Source: an optimization exercise on an open RTL-to-GDS flow (aim: small area, a short achievable clock period and few clock cycles per item). Production flows keep margins and buffers that such runs may drop. Only simulation tests tie the RTL to the original design; equivalence was not proved.

===== flow/design.v =====
module div_recombine #(
  parameter int WIDTH = 64
) (
  input  logic               clk,
  input  logic               rstn,
  input  logic               vld_i,
  input  logic [WIDTH-1:0]   op1_i,
  input  logic [WIDTH-1:0]   op2_i,
  input  logic [WIDTH-1:0]   quo_i,
  input  logic [WIDTH-1:0]   rem_i,
  output logic               ready_o,
  output logic               vld_o,
  output logic [2*WIDTH-1:0] prod_o,
  output logic               ok_o,
  output logic               rng_o
);
  localparam int ND = 8;          
  localparam int NB = 16;          
  localparam int NI = 4;           
  localparam int XW = 81;          
  logic          busy;
  logic [1:0]    cnt;
  logic          fin1, fin2;        
  logic [63:0]   a_q, a_o;
  logic [63:0]   b_q;
  logic [65:0]   b3_q;
  logic [63:0]   q_sh;
  logic [64:0]   acc_s, acc_c;      
  logic [63:0]   plo_s, plo_c;      
  logic [127:0]  fs, fc;            
  logic          lt_q, req_q, qones_q, bnz_q;
  logic          lt_o, req_o, qones_o, bnz_o;
  logic [65:0]   pp [ND];
  logic [XW-1:0] ppx [ND];
  logic [XW-1:0] sum_s, sum_c;
  logic          accept;
  logic          last;
  logic          eq;
  logic [XW-1:0] cs_s0, cs_c0;
  logic [XW-1:0] cs_s1, cs_c1;
  logic [XW-1:0] cs_s2, cs_c2;
  logic [XW-1:0] cs_s3, cs_c3;
  logic [XW-1:0] cs_s4, cs_c4;
  logic [XW-1:0] cs_s5, cs_c5;
  logic [XW-1:0] cs_s6, cs_c6;
  logic [XW-1:0] cs_s7, cs_c7;
  assign accept = vld_i && ready_o;
  assign last   = busy && (cnt == 2'(NI - 1));
  always_comb begin
    for (int k = 0; k < ND; k++) begin
      case (q_sh[2*k +: 2])
        2'd1:    pp[k] = {2'b00, b_q};
        2'd2:    pp[k] = {1'b0, b_q, 1'b0};
        2'd3:    pp[k] = b3_q;
        default: pp[k] = '0;
      endcase
      ppx[k] = XW'(pp[k]) << (2 * k);
    end
  end
  assign cs_s0 = acc_s ^ acc_c ^ ppx[0];
  assign cs_c0 = ((acc_s & acc_c) | (acc_s & ppx[0]) | (acc_c & ppx[0])) << 1;
  assign cs_s1 = ppx[1] ^ ppx[2] ^ ppx[3];
  assign cs_c1 = ((ppx[1] & ppx[2]) | (ppx[1] & ppx[3]) | (ppx[2] & ppx[3])) << 1;
  assign cs_s2 = ppx[4] ^ ppx[5] ^ ppx[6];
  assign cs_c2 = ((ppx[4] & ppx[5]) | (ppx[4] & ppx[6]) | (ppx[5] & ppx[6])) << 1;
  assign cs_s3 = cs_s0 ^ cs_c0 ^ cs_s1;
  assign cs_c3 = ((cs_s0 & cs_c0) | (cs_s0 & cs_s1) | (cs_c0 & cs_s1)) << 1;
  assign cs_s4 = cs_c1 ^ cs_s2 ^ cs_c2;
  assign cs_c4 = ((cs_c1 & cs_s2) | (cs_c1 & cs_c2) | (cs_s2 & cs_c2)) << 1;
  assign cs_s5 = cs_s3 ^ cs_c3 ^ cs_s4;
  assign cs_c5 = ((cs_s3 & cs_c3) | (cs_s3 & cs_s4) | (cs_c3 & cs_s4)) << 1;
  assign cs_s6 = cs_s5 ^ cs_c5 ^ cs_c4;
  assign cs_c6 = ((cs_s5 & cs_c5) | (cs_s5 & cs_c4) | (cs_c5 & cs_c4)) << 1;
  assign cs_s7 = cs_s6 ^ cs_c6 ^ ppx[7];
  assign cs_c7 = ((cs_s6 & cs_c6) | (cs_s6 & ppx[7]) | (cs_c6 & ppx[7])) << 1;
  assign sum_s = cs_s7;
  assign sum_c = cs_c7;
  assign eq = (prod_o[127:64] == '0) && (prod_o[63:0] == a_o);
  always_ff @(posedge clk or negedge rstn) begin
    if (!rstn) begin
      busy    <= 1'b0;
      cnt     <= '0;
      fin1    <= 1'b0;
      fin2    <= 1'b0;
      ready_o <= 1'b1;
      vld_o   <= 1'b0;
    end else begin
      fin1  <= last;
      fin2  <= fin1;
      vld_o <= fin2;
      if (accept) begin
        busy    <= 1'b1;
        cnt     <= '0;
        ready_o <= (NI == 1);
      end else if (busy) begin
        cnt <= cnt + 2'd1;
        if (last) busy <= 1'b0;
        if (cnt == 2'(NI - 2)) ready_o <= 1'b1;
      end
    end
  end
  always_ff @(posedge clk) begin
    if (accept) begin
      a_q     <= op1_i;
      b_q     <= op2_i;
      b3_q    <= {2'b00, op2_i} + {1'b0, op2_i, 1'b0};
      q_sh    <= quo_i;
      acc_s   <= {1'b0, rem_i};
      acc_c   <= '0;
      plo_s   <= '0;
      plo_c   <= '0;
      lt_q    <= rem_i < op2_i;
      req_q   <= rem_i == op1_i;
      qones_q <= &quo_i;
      bnz_q   <= |op2_i;
    end else if (busy) begin
      plo_s <= {sum_s[NB-1:0], plo_s[63:NB]};
      plo_c <= {sum_c[NB-1:0], plo_c[63:NB]};
      acc_s <= sum_s[XW-1:NB];
      acc_c <= sum_c[XW-1:NB];
      q_sh  <= q_sh >> NB;
    end
    if (last) begin
      fs      <= {sum_s[XW-2:0], plo_s[63:NB]};
      fc      <= {sum_c[XW-2:0], plo_c[63:NB]};
      a_o     <= a_q;
      lt_o    <= lt_q;
      req_o   <= req_q;
      qones_o <= qones_q;
      bnz_o   <= bnz_q;
    end
    if (fin1) prod_o <= fs + fc;
    if (fin2) begin
      rng_o <= bnz_o ? lt_o : req_o;
      ok_o  <= bnz_o ? (eq && lt_o) : (qones_o && req_o);
    end
  end
endmodule

===== flow/flow/run.sh =====
#!/bin/bash
set -euo pipefail
cat >> config.mk <<'CFG'
export DONT_USE_CELLS += sky130_fd_sc_hd__a222oi_1 sky130_fd_sc_hd__a21oi_2 sky130_fd_sc_hd__a22oi_2 sky130_fd_sc_hd__a21boi_1 sky130_fd_sc_hd__a21boi_2
export BUFFER_PORTS_ARGS = -buffer_cell sky130_fd_sc_hd__buf_2
CFG
bash standard.sh > standard.log 2>&1

===== flow/standard.sh =====
#!/bin/bash
# synth_recipe.tcl (not shown) runs the flow's synth.tcl, then flattens the netlist and writes it again
# the make line also repeats each setting of config.mk as NAME=value (left out here)
make -C /OpenROAD-flow-scripts/flow DESIGN_CONFIG=/design/flow/config.mk WORK_HOME=/design/flow/orfs CLKGATE_MAP_FILE= SYNTH_SCRIPT=/design/flow/synth_recipe.tcl "${@:-finish}"

===== flow/config.mk =====
export PLATFORM = sky130hd
export DESIGN_NAME = div_recombine
export DESIGN_NICKNAME = div_recombine
export VERILOG_FILES = /design/flow/design.v
export SDC_FILE = /design/flow/constraint.sdc
export NUM_CORES = 4
export LEC_CHECK = 0
export ABC_AREA = 0
export ABC_CLOCK_PERIOD_IN_PS = 4000
export CAP_MARGIN = 20
export CORE_MARGIN = 2
export CORE_UTILIZATION = 45
export PLACE_DENSITY = 0.55
export SETUP_SLACK_MARGIN = 4.0
export SLEW_MARGIN = 20
export TNS_END_PERCENT = 10
export DONT_USE_CELLS += sky130_fd_sc_hd__a222oi_1 sky130_fd_sc_hd__a21oi_2 sky130_fd_sc_hd__a22oi_2 sky130_fd_sc_hd__a21boi_1 sky130_fd_sc_hd__a21boi_2
export BUFFER_PORTS_ARGS = -buffer_cell sky130_fd_sc_hd__buf_2

===== flow/constraint.sdc =====
create_clock -name core_clock -period 8.0 [get_ports {clk}]
set_input_delay 1.6000 -clock core_clock [delete_from_list [all_inputs] [get_ports {clk}]]
set_output_delay 1.6000 -clock core_clock [all_outputs]
set_load 0.01 [all_outputs]

==> flow_summary.yaml, run 1 <==
routing:
  via_per_inst: 6.18
  vias: 52500
  drc_errors: 0
  finalWirelength_um: 278000
  antenna_left: 0
  drt_pass1_iterations: 6
  post_drt_wl_per_cell_um: 32.7
  drt-initial-drc-count: 5393
sta:
  setup-violations-final: 0
  rsz0062_at_grt: "yes"
  fin_skew_ps: 49.5
  fin_setup_tns_ps: 0
  post-route-period-util: 0.576
  max-slew-margin-rel: 0.258
  period_minus_slack_ps: 4610
  tightest_slew_ps: 1100
  fmax_ghz: 0.217
  final_max_slew_viol_count: 0
  hold_viol: 0
floorplan:
  pin_count: 391
  start_util: 0.453
  die-area_sq_um: 154000
  die_height_um: 393
  die-width_um: 393
  row_count: 142
  core_area_sq_um: 150000
layout:
  fillCellCount: 13400
  syn2layout_area_growth_pct: 15.1
  layout-drive-gt1-share: 0.220
  nNetsFinal: 7461
  final_area_sq_um: 78200
global_routing:
  grt_pass1_wl_um: 384000
  antenna_found_initial: 16
  track_usage: 0.351
  grt_max_degree: 132
  grt_pass1_vias: 51000
  gr-total-overflow: 0
place:
  hpwl_um: 201000
  portBuffers: 390
  gp_congestion: 0.953
  place_area_sq_um: 71600
logic_synthesis:
  syn-num-nets: 7169
  synth_seq_area_share: 0.380
  synth_commonest_cells: "edfxtp_1, inv_1, mux2_2"
  ys_ff_latch: 911
  synth.most_common_cell: "edfxtp_1"
  yosys.area.top_type: "edfxtp_1"
  synth.distinct_cells: 90
  synth_edf_count: 759
  synth_top_area_frac: 0.335
  synth_area_leaders: "edfxtp_1, fa_1, mux2_2, ha_1, a22o_1"
  synth.avg_cell_area_sq_um: 11.2
  synthesis.area_sq_um: 68000
  synthArstFlopShare: 0.00768
  ys.flop_type: "edfxtp_1"
  syn_inst: 6089
  synth_warnings: 3
cts:
  cts_root_buffer: "clkbuf_16"
  cts.reportedPaths.clkPinSlew_ps: 60
  cts_tree: "built"
  clk_latency_ps: 740
  cts_buffers: 104
  max-clock-path-buffers: 3
  clock_sinks: 911
  cts_hold_buf: 0
  htreeDepth: 3
worst_hold_path:
  hold_depth: 0
  hp-class: "reg2reg"
  holdPathEnd: "prod_o[3]"
  min-delay-start: "fs[3]"
run_status:
  status: "complete, no violations"
critical_path:
  crit_fanout: 14
  r2r_cells: 13
  critPathLaunchType: "register"
  arrival_ps: 5070
  worst_r2r_endpoint: "fs[63]"
  endpoint_kind: "register"
  r2r-start: "q_sh[3]"
  regToRegSetupSlack_ps: 3390
  crit_required_ps: 8470
  startpoint: "q_sh[3]"
  worstSetupPathType: "reg2reg"
flow_run:
  cap_violations: 0
cell families after synthesis:
family          Yosys count  share of synthesized area
fa+ha+maj               821                      0.207
compound gates         1367                      0.148
buf+inv                1008                     0.0558
mux                     600                     0.0977
flops                   911                      0.380
simple gates           1118                     0.0770
xor+xnor                264                     0.0340
worst max-delay path by stage:
| stage | to | slack (ps) | cells after the start |
|---|---|---|---|
| 2_1_floorplan | acc_s[13] | 3470 | 11 |
| 3_3_place_gp | b3_q[64] | 2430 | 12 |
| 3_5_place_dp | b3_q[64] | 2410 | 12 |
| 4_1_cts | acc_s[6] | 3450 | 12 |
| 5_1_grt | acc_c[19] | 3320 | 13 |
| 6_report | fs[63] | 3390 | 13 |
per-stage QoR:
stage           util  hold slack (ps)  instances  setup slack, ps
2_1_floorplan      -              391       6089             3470
3_5_place_dp   0.478              402       8155             2410
6_report       0.522              410       8502             3390
3_3_place_gp   0.477              400       8154             2430
5_1_grt        0.522              420       8490             3320
4_1_cts        0.515              403       8449             3450
worst max-delay path, stage by stage, from the launching register on:
cell and delay, ps:
edfxtp_1 410, buf_6 160, buf_16 150, nor2b_4 180
buf_12 160, buf_16 160, a22o_1 270, fa_2 560
inv_1 50, fa_1 470, fa_1 570, fa_1 440
fa_1 650, inv_1 60
flip-flops by register name (all words and copies together), names as in the netlist, 65 cells and up:
| signal | flops |
|---|---|
| fs | 128 |
| prod_o | 128 |
| fc | 108 |
| b3_q | 65 |
metal layers:
layer  share of wire  up-vias  track usage
li1                -    22600            -
met1            0.41    26500        0.485
met2            0.43     2930        0.521
met3            0.11      532       0.0941
met4           0.049       12        0.139
met5         0.00091        -      0.00861
cells in the final DEF (no fill, tap or decap), types with 52 or more instances in the layout:
cell / synthesis / layout
a211oi_1: 83 / 79
a21o_1: 132 / 132
a21oi_1: 292 / 287
a22o_1: 433 / 433
a22oi_1: 77 / 77
buf_2: 6 / 383
buf_4: 0 / 81
clkbuf_16: 0 / 115
dfxtp_1: 145 / 145
edfxtp_1: 759 / 759
fa_1: 503 / 448
fa_2: 0 / 55
ha_1: 318 / 303
inv_1: 615 / 591
mux2_2: 508 / 505
mux2i_1: 92 / 92
nand2_1: 331 / 328
nand4_1: 110 / 110
nor2_1: 348 / 348
nor3_1: 53 / 52
nor4_1: 56 / 52
o21ai_0: 104 / 100
xnor2_1: 128 / 127
xor2_1: 136 / 136
cell type report:
class / count / area [sq um] / share of cell area
tap: 2016 / 2520 / 0.0322
clock inverter: 52 / 514 / 0.00657
sequential: 911 / 25900 / 0.331
timing repair buffer: 578 / 5020 / 0.0641
multi-input combinational: 4170 / 39000 / 0.499
inverter: 616 / 2330 / 0.0298
antenna: 14 / 35.0 / 0.000448
clock buffer: 145 / 2900 / 0.0371
what timing repair did:
| item | 4_1_cts | 5_1_grt |
|---|---|---|
| setup buffers | 61 | 29 |
| gates resized for setup | 153 | 145 |
| endpoints found under the setup margin | 344 | 345 |
| cloned | 36 | 10 |
| pin swaps | 56 | 68 |
Testbench counts, summed over its fixed seeds: cycles 3,872, items 960.
==> inputs of run 2 (changes only) <==
--- a/flow/design.v
+++ b/flow/design.v
@@ -15,8 +15,8 @@
   output logic               rng_o
 );
-  localparam int ND = 8;          
-  localparam int NB = 16;          
-  localparam int NI = 4;           
-  localparam int XW = 81;          
+  localparam int ND = 16;          
+  localparam int NB = 32;          
+  localparam int NI = 2;           
+  localparam int XW = 97;          
   logic          busy;
   logic [1:0]    cnt;
@@ -45,4 +45,12 @@
   logic [XW-1:0] cs_s6, cs_c6;
   logic [XW-1:0] cs_s7, cs_c7;
+  logic [XW-1:0] cs_s8, cs_c8;
+  logic [XW-1:0] cs_s9, cs_c9;
+  logic [XW-1:0] cs_s10, cs_c10;
+  logic [XW-1:0] cs_s11, cs_c11;
+  logic [XW-1:0] cs_s12, cs_c12;
+  logic [XW-1:0] cs_s13, cs_c13;
+  logic [XW-1:0] cs_s14, cs_c14;
+  logic [XW-1:0] cs_s15, cs_c15;
   assign accept = vld_i && ready_o;
   assign last   = busy && (cnt == 2'(NI - 1));
@@ -64,16 +72,32 @@
   assign cs_s2 = ppx[4] ^ ppx[5] ^ ppx[6];
   assign cs_c2 = ((ppx[4] & ppx[5]) | (ppx[4] & ppx[6]) | (ppx[5] & ppx[6])) << 1;
-  assign cs_s3 = cs_s0 ^ cs_c0 ^ cs_s1;
-  assign cs_c3 = ((cs_s0 & cs_c0) | (cs_s0 & cs_s1) | (cs_c0 & cs_s1)) << 1;
-  assign cs_s4 = cs_c1 ^ cs_s2 ^ cs_c2;
-  assign cs_c4 = ((cs_c1 & cs_s2) | (cs_c1 & cs_c2) | (cs_s2 & cs_c2)) << 1;
-  assign cs_s5 = cs_s3 ^ cs_c3 ^ cs_s4;
-  assign cs_c5 = ((cs_s3 & cs_c3) | (cs_s3 & cs_s4) | (cs_c3 & cs_s4)) << 1;
-  assign cs_s6 = cs_s5 ^ cs_c5 ^ cs_c4;
-  assign cs_c6 = ((cs_s5 & cs_c5) | (cs_s5 & cs_c4) | (cs_c5 & cs_c4)) << 1;
-  assign cs_s7 = cs_s6 ^ cs_c6 ^ ppx[7];
-  assign cs_c7 = ((cs_s6 & cs_c6) | (cs_s6 & ppx[7]) | (cs_c6 & ppx[7])) << 1;
-  assign sum_s = cs_s7;
-  assign sum_c = cs_c7;
+  assign cs_s3 = ppx[7] ^ ppx[8] ^ ppx[9];
+  assign cs_c3 = ((ppx[7] & ppx[8]) | (ppx[7] & ppx[9]) | (ppx[8] & ppx[9])) << 1;
+  assign cs_s4 = ppx[10] ^ ppx[11] ^ ppx[12];
+  assign cs_c4 = ((ppx[10] & ppx[11]) | (ppx[10] & ppx[12]) | (ppx[11] & ppx[12])) << 1;
+  assign cs_s5 = ppx[13] ^ ppx[14] ^ ppx[15];
+  assign cs_c5 = ((ppx[13] & ppx[14]) | (ppx[13] & ppx[15]) | (ppx[14] & ppx[15])) << 1;
+  assign cs_s6 = cs_s0 ^ cs_c0 ^ cs_s1;
+  assign cs_c6 = ((cs_s0 & cs_c0) | (cs_s0 & cs_s1) | (cs_c0 & cs_s1)) << 1;
+  assign cs_s7 = cs_c1 ^ cs_s2 ^ cs_c2;
+  assign cs_c7 = ((cs_c1 & cs_s2) | (cs_c1 & cs_c2) | (cs_s2 & cs_c2)) << 1;
+  assign cs_s8 = cs_s3 ^ cs_c3 ^ cs_s4;
+  assign cs_c8 = ((cs_s3 & cs_c3) | (cs_s3 & cs_s4) | (cs_c3 & cs_s4)) << 1;
+  assign cs_s9 = cs_c4 ^ cs_s5 ^ cs_c5;
+  assign cs_c9 = ((cs_c4 & cs_s5) | (cs_c4 & cs_c5) | (cs_s5 & cs_c5)) << 1;
+  assign cs_s10 = cs_s6 ^ cs_c6 ^ cs_s7;
+  assign cs_c10 = ((cs_s6 & cs_c6) | (cs_s6 & cs_s7) | (cs_c6 & cs_s7)) << 1;
+  assign cs_s11 = cs_c7 ^ cs_s8 ^ cs_c8;
+  assign cs_c11 = ((cs_c7 & cs_s8) | (cs_c7 & cs_c8) | (cs_s8 & cs_c8)) << 1;
+  assign cs_s12 = cs_s10 ^ cs_c10 ^ cs_s11;
+  assign cs_c12 = ((cs_s10 & cs_c10) | (cs_s10 & cs_s11) | (cs_c10 & cs_s11)) << 1;
+  assign cs_s13 = cs_c11 ^ cs_s9 ^ cs_c9;
+  assign cs_c13 = ((cs_c11 & cs_s9) | (cs_c11 & cs_c9) | (cs_s9 & cs_c9)) << 1;
+  assign cs_s14 = cs_s12 ^ cs_c12 ^ cs_s13;
+  assign cs_c14 = ((cs_s12 & cs_c12) | (cs_s12 & cs_s13) | (cs_c12 & cs_s13)) << 1;
+  assign cs_s15 = cs_s14 ^ cs_c14 ^ cs_c13;
+  assign cs_c15 = ((cs_s14 & cs_c14) | (cs_s14 & cs_c13) | (cs_c14 & cs_c13)) << 1;
+  assign sum_s = cs_s15;
+  assign sum_c = cs_c15;
   assign eq = (prod_o[127:64] == '0) && (prod_o[63:0] == a_o);
   always_ff @(posedge clk or negedge rstn) begin
--- a/flow/config.mk
+++ b/flow/config.mk
@@ -7,10 +7,10 @@
 export LEC_CHECK = 0
 export ABC_AREA = 0
-export ABC_CLOCK_PERIOD_IN_PS = 4000
+export ABC_CLOCK_PERIOD_IN_PS = 5000
 export CAP_MARGIN = 20
 export CORE_MARGIN = 2
 export CORE_UTILIZATION = 45
 export PLACE_DENSITY = 0.55
-export SETUP_SLACK_MARGIN = 4.0
+export SETUP_SLACK_MARGIN = 3.0
 export SLEW_MARGIN = 20
 export TNS_END_PERCENT = 10
==> run 2 against run 1 <==
Compared with the run above:
- still clean on timing, DRC and antenna
- global-route usage rose by 9.0 points
- final cell count rose by 38%
- critical path type unchanged
==> flow_summary.yaml, run 2 <==
critical_path:
  crit_fanout: 63
  worst_r2r_endpoint: "acc_s[12]"
  critPathLaunchType: "register"
  r2r_cells: 14
  endpoint_kind: "register"
  arrival_ps: 6010
  setup.worst_path.end: "acc_s[12]"
  regToRegSetupSlack_ps: 2690
  crit_required_ps: 8700
  startpoint: "q_sh[6]"
  worstSetupPathType: "reg2reg"
  r2r-start: "q_sh[6]"
layout:
  final_common_cell: "inv_1"
  final_cell_mix: "inv_1, mux2_2, fa_1"
  fillCellCount: 18200
  reg.largest.list: "fs: 128 flops, prod_o: 128 flops, fc: 116 flops"
  nNetsFinal: 10600
  layout-drive-gt1-share: 0.244
  syn2layout_area_growth_pct: 14.2
sta:
  fin_setup_tns_ps: 0
  hold_ws_ps: 400
  fin_skew_ps: 78.4
  fmax_ghz: 0.188
  postLayoutSetupSlackWorst_ps: 2690
  tightest_slew_ps: 1190
  period_minus_slack_ps: 5310
  post-route-period-util: 0.664
  setup-violations-final: 0
  max-slew-margin-rel: 0.198
  final_max_slew_viol_count: 0
  hold_viol: 0
  rsz0062_at_grt: "yes"
logic_synthesis:
  synth.distinct_cells: 82
  synth_top_area_frac: 0.250
  synth.most_common_cell: "inv_1"
  yosys.area.top_type: "edfxtp_1"
  synthesis.area_sq_um: 92000
  syn_inst: 8704
  synth_commonest_cells: "inv_1, mux2_2, fa_1"
  synth_warnings: 3
  syn-num-nets: 10400
  synth_edf_count: 767
  ys.flop_type: "edfxtp_1"
  ys_ff_latch: 898
  synthArstFlopShare: 0.00780
  synth_area_leaders: "edfxtp_1, fa_1, mux2_2, ha_1, inv_1"
  synth_seq_area_share: 0.279
  synth.avg_cell_area_sq_um: 10.6
global_routing:
  grt_pass1_vias: 76400
  grt_pass1_wl_um: 636000
  grt_max_degree: 142
  gr-total-overflow: 0
  track_usage: 0.441
  antenna_found_initial: 79
cts:
  cts_root_buffer: "clkbuf_16"
  max-clock-path-buffers: 3
  cts_tree: "built"
  cts.reportedPaths.clkPinSlew_ps: 60
  clock_sinks: 898
  cts_hold_buf: 0
  cts_buffers: 105
  htreeDepth: 3
  clk_latency_ps: 840
place:
  pre_cts_ws_ps: 1300
  gp_congestion: 0.997
  hpwl_um: 307000
  portBuffers: 390
routing:
  drt_pass1_iterations: 9
  vias: 78500
  wl_met2_um: 187000
  drt-initial-drc-count: 12000
  post_drt_wl_per_cell_um: 40.3
  drc_errors: 0
  met3_length_um: 68900
  top_layer_used: "met5"
  via_per_inst: 6.69
  wl_met1_um: 169000
  finalWirelength_um: 472000
  antenna_left: 0
floorplan:
  die-area_sq_um: 208000
  core_area_sq_um: 204000
  die-width_um: 456
  pin_count: 391
  die_height_um: 456
  row_count: 166
  start_util: 0.451
run_status:
  status: "complete, no violations"
worst_hold_path:
  hp-class: "reg2reg"
flow_run:
  cap_violations: 0
## run 2: cell types whose count changed in the layout (fill, tap and decap cells not counted), moves of 39 or more
| cell | previous run | this run |
|---|---|---|
| buf_12 | 40 | 95 |
| inv_1 | 591 | 1319 |
| a22oi_1 | 77 | 544 |
| mux2i_1 | 92 | 137 |
| a21oi_1 | 287 | 234 |
| mux2_2 | 505 | 1010 |
| nand2_1 | 328 | 432 |
| ha_1 | 303 | 410 |
| a21o_1 | 132 | 93 |
| buf_4 | 81 | 229 |
| fa_1 | 448 | 917 |
| nor2_1 | 348 | 259 |
| a211oi_1 | 79 | 24 |
| diode_2 | 14 | 55 |
## run 2: cell families after synthesis
logic type / after synthesis / share of synthesized area
DFF: 898 / 0.279
and+or+nand+nor: 1151 / 0.0587
xor gates and xnor gates: 287 / 0.0273
AOI/OAI and AO/OA: 1721 / 0.138
muxes: 1147 / 0.138
buffers and inverters: 2090 / 0.0854
adders and majority gates: 1410 / 0.273
## run 2: cell type report
| cell class | count | area, sq um | share of cell area |
|---|---|---|---|
| clock buffer | 135 | 2850 | 0.0271 |
| multi-input combinational | 5716 | 59000 | 0.561 |
| sequential | 898 | 25700 | 0.244 |
| inverter | 1359 | 5110 | 0.0486 |
| clock inverter | 58 | 744 | 0.00708 |
| antenna | 55 | 138 | 0.00131 |
| timing repair buffer | 823 | 8200 | 0.0780 |
| tap | 2688 | 3360 | 0.0320 |
## run 2: critical path, stage by stage (launching register included)
cell,delay [ps]
edfxtp_1,390
buf_12,220
nor2b_4,80
buf_12,190
a22o_1,350
fa_1,550
inv_1,60
fa_1,520
fa_2,670
fa_1,450
fa_1,510
inv_1,60
fa_2,680
nand2_1,100
nand2_1,100
## run 2: what timing repair did
| item | CTS | global route |
|---|---|---|
| setup buffers | 146 | 54 |
| gates resized for setup | 179 | 109 |
| pin swaps | 47 | 106 |
| cloned | 63 | 5 |
| endpoints found under the setup margin | 310 | 269 |
## run 2: worst min path at each step
stage	endpoint	cells after the start	start	slack, ps
after floorplan	vld_o	0	fin2	390
after global placement	vld_o	0	fin2	400
after detailed placement	a_o[35]	0	a_q[35]	400
after CTS	a_o[51]	0	a_q[51]	410
after global routing	a_o[51]	0	a_q[51]	420
final	fc[26]	0	plo_c[58]	400
## run 2: stage by stage
stage                      util  cells  instance area, sq um
after floorplan               -   8704                 92100
after global placement    0.473  11200                 96500
after detailed placement  0.473  11200                 96500
after CTS                 0.510  11600                104000
after global routing      0.515  11700                105000
final                     0.515  11700                105000
## run 2: layer usage
metal | vias to the layer above | GRT usage
li1 | 30600 | -
met2 | 6542 | 0.601
met5 | - | 0
met3 | 1772 | 0.187
met1 | 39500 | 0.542
met4 | 48 | 0.356
Testbench counts of run 2, summed over its fixed seeds: cycles 1,952, items 960.
==> inputs of run 3 (changes only) <==
--- a/flow/config.mk
+++ b/flow/config.mk
@@ -7,10 +7,10 @@
 export LEC_CHECK = 0
 export ABC_AREA = 0
-export ABC_CLOCK_PERIOD_IN_PS = 5000
+export ABC_CLOCK_PERIOD_IN_PS = 4500
 export CAP_MARGIN = 20
 export CORE_MARGIN = 2
 export CORE_UTILIZATION = 45
 export PLACE_DENSITY = 0.55
-export SETUP_SLACK_MARGIN = 3.0
+export SETUP_SLACK_MARGIN = 3.6
 export SLEW_MARGIN = 20
 export TNS_END_PERCENT = 10
==> run 3 against run 2 <==
Compared with the run above:
- still clean
- final cell count grew 0.84%
- sequential share of layout area down 0.36 points
- die area unchanged
- global-route usage up 1.1 points
- clock skew rose by 5.5 ps
- register-to-register slack about the same
- synthesized cell count unchanged
- clock-buffer cell count unchanged
- maximum frequency grew 0.26%
- sequential cell count stayed put
- synthesized area is the same
- routed wire length is 2.7% higher
==> flow_summary.yaml, run 3 <==
run_status:
  status: "complete, no violations"
cts:
  cts_root_buffer: "clkbuf_16"
  clock_sinks: 898
  cts_buffers: 105
  htreeDepth: 3
  cts_tree: "built"
  clk_latency_ps: 850
  max-clock-path-buffers: 3
  cts.reportedPaths.clkPinSlew_ps: 70
sta:
  fmax_ghz: 0.189
  tightest_slew_ps: 1260
  postLayoutSetupSlackWorst_ps: 2700
  setup-violations-final: 0
  hold_viol: 0
  hold_ws_ps: 407
  fin_setup_tns_ps: 0
  final_max_slew_viol_count: 0
  rsz0062_at_grt: "yes"
  post-route-period-util: 0.662
  fin_skew_ps: 84.0
  max-slew-margin-rel: 0.157
  period_minus_slack_ps: 5300
layout:
  final_cell_mix: "inv_1, mux2_2, fa_1"
  final_cells: 11800
  layout-drive-gt1-share: 0.261
  syn2layout_area_growth_pct: 15.9
  reg.largest.list: "fs: 128 flops, prod_o: 128 flops, fc: 116 flops"
  fillCellCount: 18000
  nNetsFinal: 10700
  final_common_cell: "inv_1"
  fin_util: 0.523
routing:
  vias: 79400
  drc_errors: 0
  finalWirelength_um: 485000
  drt_pass1_iterations: 7
  drt-initial-drc-count: 11700
  via_per_inst: 6.71
  antenna_left: 0
  post_drt_wl_per_cell_um: 41.0
logic_synthesis:
  synth.distinct_cells: 82
  synthArstFlopShare: 0.00780
  ys.flop_type: "edfxtp_1"
  synth_edf_count: 767
  synthesis.area_sq_um: 92000
  syn-num-nets: 10400
  synth_warnings: 3
  synth.avg_cell_area_sq_um: 10.6
  synth_seq_area_share: 0.279
  synth_top_area_frac: 0.250
  synth.most_common_cell: "inv_1"
  syn_inst: 8704
  synth_area_leaders: "edfxtp_1, fa_1, mux2_2, ha_1, inv_1"
  ys_ff_latch: 898
  yosys.area.top_type: "edfxtp_1"
  synth_commonest_cells: "inv_1, mux2_2, fa_1"
global_routing:
  gr-total-overflow: 0
  grt_max_degree: 142
  antenna_found_initial: 71
  track_usage: 0.452
  grt_pass1_wl_um: 649000
  grt_pass1_vias: 77000
floorplan:
  row_count: 166
  pin_count: 391
  core_area_sq_um: 204000
  die-area_sq_um: 208000
  start_util: 0.451
  die_height_um: 456
  die-width_um: 456
critical_path:
  crit_fanout: 8
  arrival_ps: 5860
  endpoint_kind: "register"
  critPathLaunchType: "register"
  crit_required_ps: 8560
  worstSetupPathType: "reg2reg"
place:
  portBuffers: 390
  hpwl_um: 307000
  place_inst: 11200
  gp_congestion: 0.997
  pre_cts_ws_ps: 1300
flow_run:
  cap_violations: 0
worst_hold_path:
  hp-class: "reg2reg"
## run 3: cell counts after synthesis
No cell type changed its count.
## run 3: final timing paths
path | start | to | slack, ps | cells past startpoint
min in group asynchronous | rstn | fin1 | 750 | 1
worst min register to register | a_q[51] | a_o[51] | 410 | 0
worst max register to register | q_sh[17] | acc_s[20] | 2700 | 17
worst max-delay path | q_sh[17] | acc_s[20] | 2700 | 17
max in group asynchronous | rstn | busy | 6860 | 1
worst min-delay path | a_q[51] | a_o[51] | 410 | 0
## run 3: kinds of logic after synthesis
family,share of synthesized area
buf+inv,0.0854
compound gates,0.138
fa+ha+maj,0.273
simple gates,0.0587
mux,0.138
xor+xnor,0.0273
flops,0.279
## run 3: layout make-up
type                    instances  area (sq um)  share of cell area
clock buffers                 135          2850              0.0267
flip-flops and latches        898         25700               0.241
multi-input cells            5716         59200               0.555
repair buffers                910          9540              0.0894
clock inverters                58           744             0.00698
diodes                         66           165             0.00155
well taps                    2688          3360              0.0315
inverters                    1359          5110              0.0479
## run 3: worst max-delay path: stages (launching register included)
cell and delay (ps):
edfxtp_1 490, buf_12 150, nor2b_4 160, buf_12 190, buf_16 220, buf_12 200, a22oi_1 130, fa_1 530
inv_1 60, fa_1 470, fa_1 550, inv_2 80, fa_1 500, fa_1 540, inv_2 50, fa_1 500
nand2_2 120, nand2_1 70
## run 3: metal layers
metal | part of all wire | track usage | up-vias
met5 | 0.0018 | 0.0209 | -
li1 | - | - | 30800
met4 | 0.11 | 0.371 | 52
met3 | 0.15 | 0.204 | 1952
met2 | 0.39 | 0.613 | 6796
met1 | 0.35 | 0.545 | 39800
## run 3: timing repair
action / in CTS / in global routing
endpoints found under the hold margin: 0 / 0
hold buffers: 0 / 0
setup buffers: 186 / 83
pin swaps: 164 / 166
gates cloned: 77 / 9
setup endpoints to repair: 390 / 402
resized for setup: 304 / 109
## run 3: metrics by stage
| step | instance area [sq um] |
|---|---|
| after CTS | 105000 |
| after global routing | 107000 |
| after global placement | 96500 |
| after floorplan | 92100 |
| after detailed placement | 96500 |
| final | 107000 |
==> inputs of run 4 (changes only) <==
--- a/flow/config.mk
+++ b/flow/config.mk
@@ -7,10 +7,10 @@
 export LEC_CHECK = 0
 export ABC_AREA = 0
-export ABC_CLOCK_PERIOD_IN_PS = 4500
+export ABC_CLOCK_PERIOD_IN_PS = 5000
 export CAP_MARGIN = 20
 export CORE_MARGIN = 2
-export CORE_UTILIZATION = 45
-export PLACE_DENSITY = 0.55
-export SETUP_SLACK_MARGIN = 3.6
+export CORE_UTILIZATION = 55
+export PLACE_DENSITY = 0.65
+export SETUP_SLACK_MARGIN = 3.0
 export SLEW_MARGIN = 20
 export TNS_END_PERCENT = 10
==> run 4 against run 3 <==
Compared with the run above:
- clock-buffer cell count down 16
- non-clock buffer count down 85
- largest cell class unchanged
- critical path type unchanged
- setup slack worse by 94 ps
- global-route usage up 5.6 points
- worst hold slack better by 6.2 ps
==> flow_summary.yaml, run 4 <==
critical_path:
  crit_fanout: 7
  worstSetupPathType: "reg2reg"
  critPathLaunchType: "register"
  endpoint_kind: "register"
  arrival_ps: 5900
  crit_required_ps: 8510
routing:
  finalWirelength_um: 447000
  drt-initial-drc-count: 13400
  drc_errors: 0
  drt_pass1_iterations: 9
  vias: 79300
  via_per_inst: 7.06
  post_drt_wl_per_cell_um: 39.8
  antenna_left: 0
sta:
  fin_skew_ps: 63.4
  max-slew-margin-rel: 0.0852
  fin_setup_tns_ps: 0
  final_max_slew_viol_count: 0
  period_minus_slack_ps: 5390
  post-route-period-util: 0.674
  hold_ws_ps: 413
  hold_viol: 0
  setup-violations-final: 0
  fmax_ghz: 0.186
  postLayoutSetupSlackWorst_ps: 2610
  rsz0062_at_grt: "yes"
  tightest_slew_ps: 1370
floorplan:
  pin_count: 391
  die-width_um: 413
  die-area_sq_um: 171000
  row_count: 150
  die_height_um: 413
  start_util: 0.552
  core_area_sq_um: 167000
cts:
  cts_buffers: 99
  max-clock-path-buffers: 3
  cts_hold_buf: 0
  clock_sinks: 898
  htreeDepth: 3
  cts_root_buffer: "clkbuf_16"
  cts.reportedPaths.clkPinSlew_ps: 70
  clk_latency_ps: 810
  cts_tree: "built"
logic_synthesis:
  ys_ff_latch: 898
  synth.most_common_cell: "inv_1"
  yosys.area.top_type: "edfxtp_1"
  syn-num-nets: 10400
  syn_inst: 8704
  synthArstFlopShare: 0.00780
  synth.avg_cell_area_sq_um: 10.6
  ys.flop_type: "edfxtp_1"
  synth_seq_area_share: 0.279
  synth_warnings: 3
  synth.distinct_cells: 82
  synth_commonest_cells: "inv_1, mux2_2, fa_1"
  synth_top_area_frac: 0.250
  synth_edf_count: 767
  synth_area_leaders: "edfxtp_1, fa_1, mux2_2, ha_1, inv_1"
  synthesis.area_sq_um: 92000
global_routing:
  grtUsageMet3: 0.286
  track_usage: 0.507
  grt_max_degree: 151
  grt_pass1_vias: 75400
  gr-total-overflow: 0
  grt.busiest_layer: "met2"
  use_met1: 0.607
  grt_pass1_wl_um: 599000
  antenna_found_initial: 41
  use_met2: 0.669
layout:
  nNetsFinal: 10600
  reg.largest.list: "fs: 128 flops, prod_o: 128 flops, fc: 116 flops"
  layout-drive-gt1-share: 0.243
  regArea_sq_um: 25700
  syn2layout_area_growth_pct: 13.2
  multiInputGateArea_sq_um: 58900
  final_common_cell: "inv_1"
  final_area_sq_um: 104000
  final_cell_mix: "inv_1, mux2_2, fa_1"
  fillCellCount: 13700
flow_run:
  cap_violations: 0
worst_hold_path:
  hp-class: "reg2reg"
place:
  gp_congestion: 1.03
  portBuffers: 390
  place_area_sq_um: 95900
  pre_cts_ws_ps: 1620
  hpwl_um: 296000
run_status:
  status: "complete, no violations"
==> run 4: cell counts after synthesis <==
No cell type changed its count.
==> run 4: through the flow <==
step | cells | utilization
after floorplan | 8704 | -
after global placement | 10700 | 0.575
after detailed placement | 10700 | 0.575
after CTS | 11100 | 0.617
after global routing | 11200 | 0.625
final | 11200 | 0.625
==> run 4: layout make-up <==
type / count / share of cell area
Antenna cell: 45 / 0.00108
Clock buffer: 119 / 0.0255
Clock inverter: 67 / 0.00861
Inverter: 1359 / 0.0491
Multi-Input combinational cell: 5716 / 0.566
Sequential cell: 898 / 0.247
Tap cell: 2204 / 0.0265
Timing Repair Buffer: 825 / 0.0768
==> run 4: worst max-delay path: stages, from the launching register on <==
cell,delay [ps]
edfxtp_1,390
buf_4,170
buf_12,120
nor2b_4,120
buf_12,170
buf_16,190
buf_4,180
a22oi_1,270
fa_1,550
inv_2,110
fa_2,430
fa_1,550
inv_1,80
fa_1,550
fa_1,410
inv_1,100
fa_2,530
nand2_1,100
nand2_1,60
==> run 4: per-layer routing <==
layer  vias up  wire, um
met5         -      1580
met4        51     44100
met3      2076     79100
met2      7374    170000
met1     39200    152000
li1      30600         -
==> run 4: final timing paths <==
check / endpoint / depth (start not counted) / startpoint / slack (ps)
max reg2reg: acc_s[32] / 18 / q_sh[23] / 2610
min: a_o[57] / 0 / a_q[57] / 410
min reg2reg: a_o[57] / 0 / a_q[57] / 410
max in group asynchronous: busy / 1 / rstn / 6900
min in group asynchronous: cnt[0] / 1 / rstn / 750
max: acc_s[32] / 18 / q_sh[23] / 2610
==> run 4: what timing repair did <==
action,4_1_cts,5_1_grt
resized for setup,193,76
setup buffers,119,81
endpoints found under the setup margin,292,268
hold endpoints to repair,0,0
cloned,49,15
pin swaps,47,92
==> run 4: logic make-up (layout without fill, tap and decap cells) <==
kind of cell | after synthesis | after routing | synth area share
buffers and inverters | 2090 | 2370 | 0.0854
AO/OA/AOI/OAI | 1721 | 1721 | 0.138
adder cells (fa/ha/maj) | 1410 | 1410 | 0.273
AND/OR/NAND/NOR | 1151 | 1151 | 0.0587
multiplexers | 1147 | 1147 | 0.138
flip-flops | 898 | 898 | 0.279
XOR/XNOR | 287 | 287 | 0.0273
other | 0 | 45 | 0

[re-timing with driven ports]
In the flow no input, the clock included, has a driving cell. The finished layouts below were timed again as built, in two steps.
Step 1 (the two cells are an assumption about what drives the block):
set clk [get_ports {clk}]
set_driving_cell -lib_cell sky130_fd_sc_hd__clkbuf_16 $clk
set_driving_cell -lib_cell sky130_fd_sc_hd__buf_2 [delete_from_list [all_inputs] $clk]
Step 2, shift: input delay + t, output delay - t, t = (earliest + latest rising clock arrival at the registers) / 2. This alone moves slack from input paths to output paths.
a / b / c = no drivers / after step 1 / after step 2; a / b = the first two.
| run | t, ns | setup WS [ns] | clock arrival spread, ns | worst data-port slew with drivers (ns) | cell pins on the clock port's net |
|---|---|---|---|---|---|
| run 1 | 0.789 | 3.394 / 3.394 / 3.037 | 0.050 / 0.050 | 0.14 | 1 |
| run 2 | 0.898 | 2.690 / 2.690 / 1.892 | 0.082 / 0.081 | 0.31 | 1 |
| run 3 | 0.901 | 2.704 / 2.676 / 1.775 | 0.088 / 0.088 | 0.45 | 1 |
| run 4 | 0.864 | 2.610 / 2.610 / 2.003 | 0.064 / 0.064 | 0.13 | 1 |
After both steps setup and hold are still met in every run listed. The setup slack of run 3, which loses most, moves by -0.028 ns with the drivers and by -0.929 ns with both steps.
